Background: an optimization exercise with open tools, aiming at small area, a short achievable clock period and few clock cycles. Do not read the settings as production practice. In this exercise RTL edits were held to simulation tests only and were not proved equivalent to the original. No activity file was given, so power comes from the tool's default toggle rates.

==> flow/design.v, too long to show whole: its modules and the start of the top module <==
// module conv2d_stream: 3487 lines
// module cv_ctl: 50 lines
// module cv_fa: 10 lines
module conv2d_stream #(
  parameter int IMAGE_WIDTH  = 64,
  parameter int IMAGE_HEIGHT = 64,
  parameter int FILTER_SIZE  = 3,
  parameter int STRIDE       = 1,
  parameter int DATA_W       = 8,
  parameter int COEF_W       = 8,
  parameter int ACC_W        = 20
) (
  input  logic                                          clk,
  input  logic                                          rst,
  input  logic                                          start,
  input  logic [FILTER_SIZE*FILTER_SIZE*COEF_W-1:0]     filter,
  input  logic [DATA_W-1:0]                             pix_in,
  input  logic                                          pix_valid,
  output logic                                          pix_ready,
  output logic [ACC_W-1:0]                              res_out,
  output logic                                          res_valid,
  input  logic                                          res_ready,
  output logic                                          busy,
  output logic                                          done,
  output logic [$clog2(IMAGE_HEIGHT)-1:0]               row_count,
  output logic [$clog2(IMAGE_WIDTH)-1:0]                col_count
);
  // ...
==> flow/flow/run.sh <==
#!/bin/bash
# The standard layout (standard.sh: the standard flow's synthesis and ORFS flow), with
# faster port buffers and timing repair aimed below the 12 ns clock.
set -euo pipefail
bash standard.sh \
  BUFFER_PORTS_ARGS="-buffer_cell sky130_fd_sc_hd__buf_2" \
  SETUP_SLACK_MARGIN=8.4 \
  TNS_END_PERCENT=0 \
  finish > flow_make.log 2>&1
==> flow/standard.sh <==
#!/bin/bash
# synth_recipe.tcl (not shown) runs the flow's synth.tcl, then flattens the netlist and writes it again
# the make line also repeats each setting of config.mk as NAME=value (left out here)
make -C /OpenROAD-flow-scripts/flow DESIGN_CONFIG=/design/flow/config.mk WORK_HOME=/design/flow/orfs CLKGATE_MAP_FILE= SYNTH_SCRIPT=/design/flow/synth_recipe.tcl "${@:-finish}"
==> flow/config.mk <==
export PLATFORM = sky130hd
export DESIGN_NAME = conv2d_stream
export DESIGN_NICKNAME = conv2d_stream
export VERILOG_FILES = /design/flow/design.v
export SDC_FILE = /design/flow/constraint.sdc
export NUM_CORES = 4
export LEC_CHECK = 0
export CAP_MARGIN = 20
export CORE_MARGIN = 2
export CORE_UTILIZATION = 40
export CTS_CLUSTER_DIAMETER = 80
export CTS_CLUSTER_SIZE = 30
export PLACE_DENSITY = 0.6
export SLEW_MARGIN = 20
export SYNTH_HIERARCHICAL = 1
==> flow/constraint.sdc <==
create_clock -name core_clock -period 12.0 [get_ports {clk}]
set_input_delay 2.4000 -clock core_clock [delete_from_list [all_inputs] [get_ports {clk}]]
set_output_delay 2.4000 -clock core_clock [all_outputs]
set_load 0.01 [all_outputs]
==> summary.txt, run 1 <==
* Cell with the most instances after synthesis: dfxtp_1
* Clock slew at the register clock pins of the worst setup and hold paths at between 0.1 and 0.15 ns
* Most frequently used flop master after synthesis: dfxtp_1
* Die Outline Area at approximately 120000 um2
* First-pass GRT wire length at 152000 um
* Post-route total power at 8.93 mW
* Met3 Wirelength at 6610 um
* Static power due to leakage at 18.2 nW
* Type of the setup path with the least slack: register to register
* Top post-synthesis cells by area: dfxtp_1, fa_1, edfxtp_1
* Met1 Use GR at 22.5%
* Combinational family with the most area after synthesis: adder cells
* Delay of the slowest critical-path stage at approximately 0.38 ns
* XOR/XNOR Fraction of Synth Area at 1.09%
* Via count at 23700
* Number of setup buffers added after CTS at 35
* Unrepaired setup endpoints after global routing: true
* Timing startpoint of the critical path: ed[2]
* Crit path buffers/inverters at 24
* Number of buffers on the longest clock path at 3
* Multi-In Gates at 1727
* Met3 Track Usage GR at between 2 and 3%
* Outcome: complete, no violations
* Hold WS at 0.313 ns
* Sequential power share at 57.5%
* Worst reg2reg path depth at 28
* Initial Utilization at about two fifths
* Clock Latency Late Sink at 0.70 ns
* Post-synthesis share of cell area spent on and, or, nand and nor gates at ~8%
* Root Buffer: clkbuf_16
* Worst path depth at 28
* Adder-Cell Fraction of Synth Area at approximately a quarter
* Mux contribution to synthesized area at 0.0651%
* PwrDens at 170 nW/um2
* Actual slew at the worst max-slew pin at approximately 0.80 ns
* Total wire length at 101000 um
* Required time at the endpoint of the critical path at 12.60 ns
* Clock group at between 2 and 2.5 mW
* Sum of overflow across all layers after global routing at 0
* Number of antenna violations at the first check in global routing at 3
* Filler cell count at 10900
* Total routed wire length on the met1 layer at between 40000 and 50000 um
Testbench counts, summed over its fixed seeds: cycles 98,448.
==> module cv_ctl, before the edit <==
module cv_ctl #(
  parameter int M = 45
) (
  input  logic [5:0]  row_count,
  input  logic [5:0]  col_count,
  input  logic        all_in,
  input  logic        busy,
  input  logic        fin,
  input  logic        v1,
  input  logic        v2,
  input  logic [5:0]  rot,
  input  logic [11:0] ed,
  output logic [11:0] ed_nx,
  output logic [11:0] cnt_nx,
  output logic [5:0]  rot_nx,
  output logic        rot_wrap,
  output logic        last_pix,
  output logic        ed_last,
  output logic        issue,
  output logic        lag00,
  output logic        lag01,
  output logic        lag10,
  output logic        lag11
);
  localparam int AMAX = 3;    
  logic [12:0] pn;            
  logic [1:0]  step, step2;
  logic signed [12:0] d, di;
  logic [1:0]  a;
  logic        a_ok;
  assign pn       = {all_in, row_count, col_count};
  assign cnt_nx   = {row_count, col_count} + 12'd1;
  assign rot_wrap = (rot == 6'(M - 1));
  assign rot_nx   = rot_wrap ? 6'd0 : rot + 6'd1;
  assign last_pix = (row_count == 6'd63) & (col_count == 6'd63);
  assign ed_last  = (ed == 12'hfff);
  assign step     = (ed[5:0] == 6'd63) ? 2'd3 : 2'd1;
  assign ed_nx    = ed + 12'(step);
  assign step2    = (ed_nx[5:0] == 6'd63) ? 2'd3 : 2'd1;
  assign d     = $signed(pn - 13'd1 - {1'b0, ed});
  assign lag00 = d <= $signed(13'(AMAX - 1));
  assign lag10 = d <= $signed(13'(AMAX - 2));
  assign lag01 = d - $signed({11'd0, step}) <= $signed(13'(AMAX - 1));
  assign lag11 = d - $signed({11'd0, step}) <= $signed(13'(AMAX - 2));
  assign a_ok  = (rot == 6'd0) || (rot >= 6'(M - AMAX));
  assign a     = (rot == 6'd0) ? 2'd0 : 2'(6'(M) - rot);
  assign di    = (v1 & v2) ? d - $signed({11'd0, step}) - $signed({11'd0, step2}) :
                 (v1 | v2) ? d - $signed({11'd0, step}) : d;
  assign issue = busy & ~fin & a_ok & (di == $signed({11'd0, a}));
endmodule
==> run 2: changes to the inputs <==
--- a/flow/design.v
+++ b/flow/design.v
@@ -21,79 +21,96 @@
   output logic                                          done,
   output logic [$clog2(IMAGE_HEIGHT)-1:0]               row_count,
   output logic [$clog2(IMAGE_WIDTH)-1:0]                col_count
 );
   localparam int M = 45;    
   logic        pr_q, busy_q, done_q, rv_q, all_in, fin, v1, v2;
   logic [5:0]  rc_q, cc_q;
   logic [5:0]  rot;
-  logic [11:0] ed;
-  logic [11:0] ed_nx, cnt_nx;
-  logic [5:0]  rot_nx;
+  logic [5:0]  ed_r, ed_c, ei_c;
+  logic signed [8:0] dd, di;
+  logic [11:0] cnt_nx;
+  logic [5:0]  rot_nx, ed_r_nx, ed_c_nx, ei_c_nx;
   logic        rot_wrap, last_pix, ed_last, issue;
   logic        lag00, lag01, lag10, lag11;
+  logic signed [8:0] dd00, dd01, dd10, dd11, di0, di1, di0i, di1i;
   cv_ctl #(.M(M)) u_ctl (
-    .row_count(rc_q), .col_count(cc_q), .all_in(all_in),
-    .busy(busy_q), .fin(fin), .v1(v1), .v2(v2), .rot(rot), .ed(ed),
-    .ed_nx(ed_nx), .cnt_nx(cnt_nx), .rot_nx(rot_nx), .rot_wrap(rot_wrap),
+    .rc(rc_q), .cc(cc_q), .busy(busy_q), .fin(fin), .rot(rot),
+    .ed_r(ed_r), .ed_c(ed_c), .ei_c(ei_c), .dd(dd), .di(di),
+    .cnt_nx(cnt_nx), .rot_nx(rot_nx), .rot_wrap(rot_wrap),
+    .ed_r_nx(ed_r_nx), .ed_c_nx(ed_c_nx), .ei_c_nx(ei_c_nx),
     .last_pix(last_pix), .ed_last(ed_last), .issue(issue),
-    .lag00(lag00), .lag01(lag01), .lag10(lag10), .lag11(lag11)
+    .lag00(lag00), .lag01(lag01), .lag10(lag10), .lag11(lag11),
+    .dd00(dd00), .dd01(dd01), .dd10(dd10), .dd11(dd11),
+    .di0(di0), .di1(di1), .di0i(di0i), .di1i(di1i)
   );
   logic acc, start_e, pop, ofree, deliver, drop, lag_ok;
-  logic all_in_n, fin_n, rv_n, done_n;
+  logic all_in_n, fin_n, rv_n, done_n, pr_n, busy_n;
+  logic [11:0] cnt_n;
+  logic signed [8:0] dd_n;
   assign acc      = pix_valid & pr_q;
   assign start_e  = start & ~busy_q & ~done_q;
   assign ofree    = ~rv_q | res_ready;
   assign pop      = rv_q & res_ready;
   assign deliver  = v2 & ofree;
   assign drop     = v2 & ~ofree;
   assign lag_ok   = acc ? (deliver ? lag11 : lag10) : (deliver ? lag01 : lag00);
+  assign dd_n     = acc ? (deliver ? dd11 : dd10) : (deliver ? dd01 : dd00);
   assign all_in_n = all_in | (acc & last_pix);
   assign fin_n    = fin | (deliver & ed_last);
   assign rv_n     = deliver | (rv_q & ~pop);
   assign done_n   = busy_q & fin_n & ~rv_n;
-  logic pr_n, busy_n;
-  logic [11:0] cnt_n;
-  assign busy_n = start_e | (busy_q & ~done_n);
-  assign pr_n   = start_e | (busy_q & ~all_in_n & lag_ok & (acc | rot_wrap));
-  assign cnt_n  = start_e ? 12'd0 : (acc ? cnt_nx : {rc_q, cc_q});
+  assign busy_n   = start_e | (busy_q & ~done_n);
+  assign pr_n     = start_e | (busy_q & ~all_in_n & lag_ok & (acc | rot_wrap));
+  assign cnt_n    = start_e ? 12'd0 : (acc ? cnt_nx : {rc_q, cc_q});
   always_ff @(posedge clk) begin
     if (rst) begin
       pr_q      <= 1'b0;
       busy_q    <= 1'b0;
       done_q    <= 1'b0;
       rv_q      <= 1'b0;
-      all_in    <= 1'b0;
-      fin       <= 1'b0;
-      rot       <= '0;
-      ed        <= {6'd2, 6'd2};
-      v1        <= 1'b0;
-      v2        <= 1'b0;
       {rc_q, cc_q} <= '0;
     end else begin
       pr_q      <= pr_n;
       busy_q    <= busy_n;
       done_q    <= done_n;
       rv_q      <= rv_n;
       {rc_q, cc_q} <= cnt_n;
-      if (start_e) begin
-        all_in    <= 1'b0;
-        fin       <= 1'b0;
-        rot       <= '0;
-        ed        <= {6'd2, 6'd2};
-        v1        <= 1'b0;
-        v2        <= 1'b0;
+    end
+  end
+  always_ff @(posedge clk) begin
+    if (rst || start_e) begin
+      all_in <= 1'b0;
+      fin    <= 1'b0;
+      rot    <= '0;
+      v1     <= 1'b0;
+      v2     <= 1'b0;
+      ed_r   <= 6'd2;
+      ed_c   <= 6'd2;
+      ei_c   <= 6'd2;
+      dd     <= -9'sd131;
+      di     <= -9'sd131;
+    end else begin
+      all_in <= all_in_n & ~done_n;
+      fin    <= fin_n & ~done_n;
+      rot    <= acc ? 6'd0 : rot_nx;
+      v1     <= issue & ~drop;
+      v2     <= v1 & ~drop;
+      dd     <= dd_n;
+      if (deliver) begin
+        ed_r <= ed_r_nx;
+        ed_c <= ed_c_nx;
+      end
+      if (drop) begin
+        ei_c <= ed_c;
+        di   <= dd_n;
       end else begin
-        all_in <= all_in_n & ~done_n;
-        fin    <= fin_n & ~done_n;
-        rot    <= acc ? 6'd0 : rot_nx;
-        v1     <= issue & ~drop;
-        v2     <= v1 & ~drop;
-        if (deliver) ed <= ed_nx;
+        if (issue) ei_c <= ei_c_nx;
+        di <= acc ? (issue ? di1i : di1) : (issue ? di0i : di0);
       end
     end
   end
   always_ff @(posedge clk) begin
     if (rst) begin
       pix_ready <= 1'b0;
       busy      <= 1'b0;
       done      <= 1'b0;
@@ -3483,62 +3500,77 @@
   assign sum = ~(ta + tb + 20'd1);
   always_ff @(posedge clk) begin
     if (deliver) res_out <= sum;
   end
 endmodule
 module cv_ctl #(
   parameter int M = 45
 ) (
-  input  logic [5:0]  row_count,
-  input  logic [5:0]  col_count,
-  input  logic        all_in,
+  input  logic [5:0]  rc,
+  input  logic [5:0]  cc,
   input  logic        busy,
   input  logic        fin,
-  input  logic        v1,
-  input  logic        v2,
   input  logic [5:0]  rot,
-  input  logic [11:0] ed,
-  output logic [11:0] ed_nx,
+  input  logic [5:0]  ed_r,
+  input  logic [5:0]  ed_c,
+  input  logic [5:0]  ei_c,
+  input  logic signed [8:0] dd,
+  input  logic signed [8:0] di,
   output logic [11:0] cnt_nx,
   output logic [5:0]  rot_nx,
   output logic        rot_wrap,
+  output logic [5:0]  ed_r_nx,
+  output logic [5:0]  ed_c_nx,
+  output logic [5:0]  ei_c_nx,
   output logic        last_pix,
   output logic        ed_last,
   output logic        issue,
   output logic        lag00,
   output logic        lag01,
   output logic        lag10,
-  output logic        lag11
+  output logic        lag11,
+  output logic signed [8:0] dd00,
+  output logic signed [8:0] dd01,
+  output logic signed [8:0] dd10,
+  output logic signed [8:0] dd11,
+  output logic signed [8:0] di0,
+  output logic signed [8:0] di1,
+  output logic signed [8:0] di0i,
+  output logic signed [8:0] di1i
 );
   localparam int AMAX = 3;    
-  logic [12:0] pn;            
-  logic [1:0]  step, step2;
-  logic signed [12:0] d, di;
-  logic [1:0]  a;
-  logic        a_ok;
-  assign pn       = {all_in, row_count, col_count};
-  assign cnt_nx   = {row_count, col_count} + 12'd1;
+  logic       ed_end, ei_end;
+  logic [1:0] a;
+  logic       a_ok;
+  assign cnt_nx   = {rc, cc} + 12'd1;
   assign rot_wrap = (rot == 6'(M - 1));
   assign rot_nx   = rot_wrap ? 6'd0 : rot + 6'd1;
-  assign last_pix = (row_count == 6'd63) & (col_count == 6'd63);
-  assign ed_last  = (ed == 12'hfff);
-  assign step     = (ed[5:0] == 6'd63) ? 2'd3 : 2'd1;
-  assign ed_nx    = ed + 12'(step);
-  assign step2    = (ed_nx[5:0] == 6'd63) ? 2'd3 : 2'd1;
-  assign d     = $signed(pn - 13'd1 - {1'b0, ed});
-  assign lag00 = d <= $signed(13'(AMAX - 1));
-  assign lag10 = d <= $signed(13'(AMAX - 2));
-  assign lag01 = d - $signed({11'd0, step}) <= $signed(13'(AMAX - 1));
-  assign lag11 = d - $signed({11'd0, step}) <= $signed(13'(AMAX - 2));
+  assign last_pix = (rc == 6'd63) & (cc == 6'd63);
+  assign ed_end  = (ed_c == 6'd63);
+  assign ei_end  = (ei_c == 6'd63);
+  assign ed_c_nx = ed_end ? 6'd2 : ed_c + 6'd1;
+  assign ed_r_nx = ed_end ? ed_r + 6'd1 : ed_r;
+  assign ei_c_nx = ei_end ? 6'd2 : ei_c + 6'd1;
+  assign ed_last = ed_end & (ed_r == 6'd63);
+  assign dd00  = dd;
+  assign dd10  = dd + 9'sd1;
+  assign dd01  = ed_end ? dd - 9'sd3 : dd - 9'sd1;
+  assign dd11  = ed_end ? dd - 9'sd2 : dd;
+  assign lag00 = dd00 <= 9'sd2;
+  assign lag10 = dd10 <= 9'sd2;
+  assign lag01 = dd01 <= 9'sd2;
+  assign lag11 = dd11 <= 9'sd2;
+  assign di0   = di;
+  assign di1   = di + 9'sd1;
+  assign di0i  = ei_end ? di - 9'sd3 : di - 9'sd1;
+  assign di1i  = ei_end ? di - 9'sd2 : di;
   assign a_ok  = (rot == 6'd0) || (rot >= 6'(M - AMAX));
   assign a     = (rot == 6'd0) ? 2'd0 : 2'(6'(M) - rot);
-  assign di    = (v1 & v2) ? d - $signed({11'd0, step}) - $signed({11'd0, step2}) :
-                 (v1 | v2) ? d - $signed({11'd0, step}) : d;
-  assign issue = busy & ~fin & a_ok & (di == $signed({11'd0, a}));
+  assign issue = busy & ~fin & a_ok & (di == $signed({7'd0, a}));
 endmodule
 module cv_fa (
   input  logic a,
   input  logic b,
   input  logic c,
   output logic s,
   output logic co
 );
==> summary.txt, run 2 <==
* Outcome: complete, no violations
* Endpoint class of the critical path: output pin
* Internal Power at 6.61 mW
* TritonCTS clock tree: yes
* PwrDens at 168 nW/um2 (-1.0%)
* Count of final setup violators at 0
* Met3 Wirelength at 7510 um (+14%)
* Crit path buffers/inverters at 1 (-96%)
* First-pass GRT wire length at 151000 um (-0.88%)
* Type of the setup path with the least slack: register to output pin
* Delay of the slowest critical-path stage at 0.52 ns (+0.14 ns)
* Vertical die dimension at 355 um
* Dominant delay contributor by cell family on the critical path: flip-flops
* Shortest period the worst path allows at 3.81 ns
* Initial Utilization at 40.3% (+0.13 points)
* Die Outline Area at 126000 um2 (+2.3%)
* Most common cell after layout, fill and taps aside: dfxtp_1
* Part of the cycle the worst path needs at 31.7%
* Cts bufs inserted at 59
* Area added between synthesis and finish at 7.52%
* Number of distinct library cells after synthesis at 72
* Share of synthesized flip-flops with an asynchronous set or reset at 0%
* Most frequently used flop master after synthesis: dfxtp_1
* Port buffer count at between 100 and 150
* Final hold violation count at 0
* Clock slew at the register clock pins of the worst setup and hold paths at 0.10 ns (about the same)
* Wire length per cell after detailed routing at 19.4 um
* Post-Syn Nets at 4196
* Number of global-route vias before repair at approximately 24000
* Switching part of the total at roughly a quarter
* Combinational cell fraction of total power at 14.1%
* Cell area after synthesis at 49100 um2
* Routed length on met2 at 46100 um
* Setup Total Neg Slack at 0 ns
* Instance area at placement at a little over 50000 um2
* Antenna-violating nets left at 0
* Top-level port count at 121
* Total wire length at 100000 um (-0.68%)
* # DRC at 0
* EDFF count, synth at 92
* Most numerous cell types in the synthesized netlist: dfxtp_1, nand2_1, fa_1
* Worst Hold Path Cells at 0
* Required time at the endpoint of the critical path at 9.60 ns (-3.00 ns)
* Unrepaired setup endpoints after global routing: true
* Sequential area share after synthesis at 61.6%
* Final Instance Count excl. Fillers at 5167
* Largest net degree at the start of global routing at 56
* Critical Path Start Type: register
* Via count at 23700 (+0.013%)
* 1st-iter DRT viols at 1711
* Length of the first detailed-routing pass in iterations at 5
* Via count normalized by instance count at about 4.6
* Worst slack, placed at ~7.8 ns
* Post-route total power at 8.90 mW (-0.39%)
* Final worst setup slack at 8.19 ns
* GRT Overall Usage at around 16%
* Endpoint of the lowest-slack register-to-register path: q_fs711
* Area share of the leading cell type in the synthesized netlist at 56.0%
* Static power due to leakage at 18.3 nW (+0.25%)
* N_diodes at 0
* Launch point of the worst hold path: r0[19][6]
* CTS H-tree depth at 2
* Critical path's slowest cell: edfxtp_1
* Number of storage elements in the synthesis netlist at 1467
* Area of the core at between 100000 and 150000 um2
* Average footprint of a synthesized cell at around 14 um2
* Hold WS at 0.306 ns (-0.00698 ns)
* Number of placement rows at approximately 130
* Die X at 355 um
* Timing startpoint of the critical path: res_out[6]
* Placer congestion estimate at 0.881
* Worst reg2reg path depth at 6 (-79%)
* Sink Count at 1467
* Half-perimeter wire length after detailed placement at roughly 78000 um
* Clock Power Share at a little over a quarter
* IR Drop Worst-Case VDD at 0.162 mV
* Number of instances in the synthesized netlist at 3509
* Endpoint of the worst hold path: r0[20][6]
* Crit-path max FO at 1
* Startpoint of the lowest-slack register-to-register path: filt_q[4]
* Final Skew at around 0.034 ns
* Total routed wire length on the met1 layer at 43200 um (+0.84%)
* Core occupancy in the finished layout at 43.4%
* Cell with the most instances after synthesis: dfxtp_1
* Number of buffers on the longest clock path at 3 (unchanged)
* Final instance area at 52800 um2
* Path type of the worst min-delay path: register to register
* Net load switching power at between 2 and 2.5 mW
* Leading cell types in the layout, fill and taps excluded: dfxtp_1, nand2_1, fa_1
* Maximum operating frequency at around 260 MHz
* Root Buffer: clkbuf_16
* Critical path cell sequence: buf_2
* Worst rel slew slack at 38.9%
* Highest signal layer in the routed design: met4
* Number of max-cap violations at 0
* Final net count at around 4200
* Leading registers by flop count: r0 (360), r1 (360), r2 (360)
* Number of antenna violations at the first check in global routing at 5 (+2)
* Layout cell share with drive strength beyond 1 at under 10%
* Total count of max-transition violations in the final report at 0
* Number of placed instances with taps included at 5076
* Actual slew at the worst max-slew pin at 0.915 ns (+0.111 ns)
* Synthesis Warnings at 11
* Worst Path Arrival at approximately 1.4 ns
* Worst R2R Setup Slack at between 8 and 9 ns
* Sequential power share at 58.6% (+1.1 points)
* Sum of overflow across all layers after global routing at 0 (unchanged)
* Clock Latency Late Sink at 0.70 ns (about the same)
* Largest area contributor in the synthesized netlist: dfxtp_1
* Top post-synthesis cells by area: dfxtp_1, fa_1, edfxtp_1
[run 2: cell types whose count changed in the layout (fill, tap and decap cells not counted), moves of 8 or more]
cell	before	now
xor2_1	22	42
dfxtp_2	13	1
nand2_1	642	677
xnor2_1	31	39
o21ai_0	27	19
dfxtp_1	1333	1374
nor2_1	24	50
buf_4	37	11
mux4_2	0	16
[run 2: Yosys stat by module (local to each module, per instance), excerpt]
module,flip-flops and latches,cell area [um2],cells,copies in the design
conv2d_stream,1467,36300,2668,1
cv_fa,0,20.0,1,541
[run 2: area by class of cell]
class / count / area, um2
Fill cell: 11100 / 69000
Sequential cell: 1467 / 30300
Multi-Input combinational cell: 1766 / 17700
Tap cell: 1625 / 2030
Clock buffer: 74 / 1550
Timing Repair Buffer: 131 / 683
Inverter: 87 / 332
Clock inverter: 17 / 251
[run 2: metal layers]
layer / vias up / track usage (%)
met5: - / 0
met4: 0 / 5.08
met3: 153 / 3.14
met2: 806 / 25.8
met1: 11900 / 22.3
li1: 10800 / -
[run 2: logic make-up after synthesis]
| family | synth area share, % |
|---|---|
| simple gates | 8.21 |
| buf+inv | 2.41 |
| compound gates | 1.67 |
| xor+xnor | 1.48 |
| fa+ha+maj | 23.6 |
| flops | 61.6 |
| mux | 0.962 |
[run 2: timing repair]
action,in CTS,in global routing
endpoints found under the setup margin,37,39
buffers inserted,0,0
hold buffers,0,0
gates resized for setup,0,2
[run 2: how the worst max path moves through the flow]
stage               cells past startpoint  slack (ns)    endpoint
CTS                                     1        8.17  res_out[6]
detailed placement                      5        7.80       di[0]
finish                                  1        8.19  res_out[6]
floorplan                               4        6.71      rot[0]
global placement                        5        7.82          v1
global route                            1        8.16  res_out[6]
[run 2: power by group through the flow]
stage / Sequential [mW] / Combinational [mW] / Clock (mW)
finish: 5.21 / 1.25 / 2.43
global route: 5.23 / 1.41 / 2.70
CTS: 5.21 / 1.29 / 2.53
detailed placement: 5.32 / 1.29 / 0
global placement: 5.32 / 1.26 / 0
floorplan: 5.25 / 0.893 / 0
[run 2: worst register-to-register path, stage by stage, from the launching register on]
cell and delay [ns]:
edfxtp_1 0.63, nand2_1 0.15, fa_1 0.58, fa_1 0.44
fa_1 0.60, fa_1 0.46, fa_1 0.49
Testbench counts of run 2, summed over its fixed seeds: cycles 98,448.
==> run 3: changes to the inputs <==
--- a/flow/config.mk
+++ b/flow/config.mk
@@ -10,4 +10,4 @@
 export CORE_UTILIZATION = 40
-export CTS_CLUSTER_DIAMETER = 80
-export CTS_CLUSTER_SIZE = 30
+export CTS_CLUSTER_DIAMETER = 60
+export CTS_CLUSTER_SIZE = 24
 export PLACE_DENSITY = 0.6
==> summary.txt, run 3 <==
* Post-synthesis share of cell area spent on and, or, nand and nor gates at 8.21% (unchanged)
* Largest net degree at the start of global routing at 56 (unchanged)
* Port buffer count at 120 (unchanged)
* Crit path buffers/inverters at 1 (unchanged)
* Shortest period the worst path allows at 3.83 ns (+0.0235 ns)
* Most frequently used flop master after synthesis: dfxtp_1
* Area added between synthesis and finish at 10.3%
* Layout cell share with drive strength beyond 1 at 8.74% (+1.7 points)
* Worst rel slew slack at 39.7% (+0.83 points)
* Sink Count at 1467 (unchanged)
* PwrDens at 181 nW/um2 (+7.6%)
* Top post-synthesis cells by area: dfxtp_1, fa_1, edfxtp_1
* Number of instances in the synthesized netlist at 3509 (unchanged)
* Number of setup buffers added after CTS at 0 (unchanged)
* Number of distinct library cells after synthesis at 72 (unchanged)
* Number of gates resized after cts at 0 (unchanged)
* Hold WS at 0.308 ns (+0.00135 ns)
* Final hold violation count at 0 (unchanged)
* Core occupancy in the finished layout at 44.5% (+1.1 points)
* First-pass GRT wire length at 153000 um (+1.3%)
* Number of global-route vias before repair at 24700 (+1.5%)
* Area of the core at 122000 um2 (unchanged)
* Critical Path Start Type: register
* Static power due to leakage at 18.9 nW (+3.6%)
* Mux contribution to synthesized area at 0.962% (unchanged)
* N_diodes at 0 (unchanged)
* Adder-Cell Fraction of Synth Area at 23.6% (unchanged)
* Combinational family with the most area after synthesis: adder cells
* Largest area contributor in the synthesized netlist: dfxtp_1
* Clock slew at the register clock pins of the worst setup and hold paths at 0.09 ns (about the same)
* Dominant delay contributor by cell family on the critical path: flip-flops
* Total wire length at 101000 um (+1.2%)
* Number of max-cap violations at 0 (unchanged)
* Post-Syn Nets at 4196 (unchanged)
* Placer congestion estimate at 0.881 (unchanged)
* Crit-path max FO at 1 (unchanged)
* Total count of max-transition violations in the final report at 0 (unchanged)
* Unrepaired setup endpoints after global routing: true
* Count of final setup violators at 0 (unchanged)
* Sum of overflow across all layers after global routing at 0 (unchanged)
* Cell area after synthesis at 49100 um2 (unchanged)
* Part of the cycle the worst path needs at 31.9% (+0.20 points)
* Average footprint of a synthesized cell at 14.0 um2 (unchanged)
* GRT Overall Usage at 16.4% (+0.29 points)
* # DRC at 0 (unchanged)
* Die X at 355 um (unchanged)
* Leading registers by flop count: r0 (360), r1 (360), r2 (360)
* Number of antenna violations at the first check in global routing at 5 (unchanged)
* Area share of the leading cell type in the synthesized netlist at 56.0% (unchanged)
* Final instance area at 54200 um2 (+2.6%)
* Via count normalized by instance count at 4.58 (-0.24%)
* Initial Utilization at 40.3% (unchanged)
* Top-level port count at 121 (unchanged)
* Outcome: complete, no violations
* TritonCTS clock tree: yes
* Half-perimeter wire length after detailed placement at 77800 um (unchanged)
* Synthesis Warnings at 11 (unchanged)
* Most common cell after layout, fill and taps aside: dfxtp_1
* Delay of the slowest critical-path stage at 0.51 ns (about the same)
* Antenna-violating nets left at 0 (unchanged)
* Sequential area share after synthesis at 61.6% (unchanged)
* CTS H-tree depth at 3 (+1)
* Number of placed instances with taps included at 5076 (unchanged)
* Length of the first detailed-routing pass in iterations at 5 (unchanged)
* Die Outline Area at 126000 um2 (unchanged)
* Via count at 24000 (+0.97%)
* 1st-iter DRT viols at 1686 (-1.5%)
* Critical path cell sequence: buf_2
* Leading cell types in the layout, fill and taps excluded: dfxtp_1, nand2_1, fa_1
* Worst Path Arrival at 1.43 ns (+0.02 ns)
* Root Buffer: clkbuf_16
* Cell with the most instances after synthesis: dfxtp_1
* Cts bufs inserted at 93 (+58%)
* Synthesized-area fraction occupied by ao, oa, aoi and oai cells at 1.67% (unchanged)
* Share of synthesized flip-flops with an asynchronous set or reset at 0% (unchanged)
* Clock Latency Late Sink at 0.73 ns (+0.03 ns)
* Setup Total Neg Slack at 0 ns (unchanged)
* Final net count at 4233 (+0.81%)
* Number of placement rows at 128 (unchanged)
* Final Skew at 0.0567 ns (+0.0225 ns)
* XOR/XNOR Fraction of Synth Area at 1.48% (unchanged)
* Number of buffers on the longest clock path at 3 (unchanged)
* Most numerous cell types in the synthesized netlist: dfxtp_1, nand2_1, fa_1
* EDFF count, synth at 92 (unchanged)
* Maximum operating frequency at 261 MHz (-0.61%)
* Endpoint class of the critical path: output pin
* Final Instance Count excl. Fillers at 5230 (+1.2%)
* IR Drop Worst-Case VDD at 0.132 mV (-19%)
* Vertical die dimension at 355 um (unchanged)
* Wire length per cell after detailed routing at 19.4 um (about the same)
* Number of storage elements in the synthesis netlist at 1467 (unchanged)
* Actual slew at the worst max-slew pin at 0.903 ns (-0.0125 ns)
* Critical path's slowest cell: edfxtp_1
* Path type of the worst min-delay path: register to register
* Instance area at placement at 51000 um2 (unchanged)
* Required time at the endpoint of the critical path at 9.60 ns (about the same)
* Type of the setup path with the least slack: register to output pin
[run 3: cell counts after synthesis]
Identical to the previous run, type by type.
[run 3: report_power, final]
part / switching [mW] / internal [mW]
Clock: 1.76 / 1.59
Combinational: 0.705 / 0.549
Sequential: 0.112 / 5.10
Total: 2.58 / 7.24
[run 3: cell type report]
class                      count  area [um2]
fill                       10900       67700
sequential                  1467       30300
clock buffer                 109        2470
tap                         1625        2030
clock inverter                45         702
multi-input combinational   1766       17700
inverter                      87         332
timing repair buffer         131         683
[run 3: final timing paths]
check | from | endpoint | slack [ns] | depth (start not counted)
min | r0[8][2] | r0[9][2] | 0.31 | 0
max | res_out[6] | res_out[6] | 8.17 | 1
max reg2reg | ed_c[0] | pix_ready | 8.41 | 12
min reg2reg | r0[8][2] | r0[9][2] | 0.31 | 0
[run 3: what timing repair did]
| action | 4_1_cts | 5_1_grt |
|---|---|---|
| hold buffers | 0 | 0 |
| pin swaps | 0 | 0 |
| endpoints found under the hold margin | 0 | 0 |
| endpoints found under the setup margin | 37 | 39 |
[run 3: Yosys stat by module (local to each module, per instance), excerpt]
module,cell area [um2],cells,flip-flops and latches,copies in the design
conv2d_stream,36300,2668,1467,1
cv_fa,20.0,1,0,541
[run 3: cells by family (layout without fill, tap and decap cells)]
logic type | count (synthesis) | after routing
mux | 24 | 24
buf+inv | 276 | 372
xor+xnor | 82 | 82
simple gates | 931 | 931
flops | 1467 | 1467
compound gates | 127 | 127
fa+ha+maj | 602 | 602
[run 3: layer usage]
layer	share of wire (%)	wire length, um	track usage (%)
met1	43	43800	22.3
met2	46	46800	26.1
met3	7.4	7540	4.09
met4	3.1	3120	5.06
met5	0	0	0
[run 3: per-stage QoR]
stage,setup slack (ns),power [mW]
5_1_grt,8.13,10.3
3_5_place_dp,7.80,6.61
2_1_floorplan,6.71,6.14
3_3_place_gp,7.82,6.58
6_report,8.17,9.82
4_1_cts,8.14,9.97

## separate check: timing with driven ports
In the flow no input, the clock included, has a driving cell. The finished layouts below were timed again as built, in two steps.
Step 1, drivers: a clkbuf_16 drives clk and a buf_2 each remaining input, both assumed.
Step 2, shift: input delay + t, output delay - t, t = (earliest + latest rising clock arrival at the registers) / 2. This alone moves slack from input paths to output paths.
a / b / c = ideal ports / drivers / drivers and shift; a / b = the first two.
run | shift t [ns] | slack for setup (ns) | pins driven straight from the clock port
run 1 | 0.753 | 8.129 / 8.129 / 7.833 | 1
run 2 | 0.752 | 8.195 / 8.126 / 7.781 | 1
run 3 | 0.775 | 8.171 / 8.102 / 7.780 | 1
After both steps every run listed still meets setup and hold. The setup slack of run 2, which loses most, moves by -0.069 ns with the drivers and by -0.414 ns with both steps.
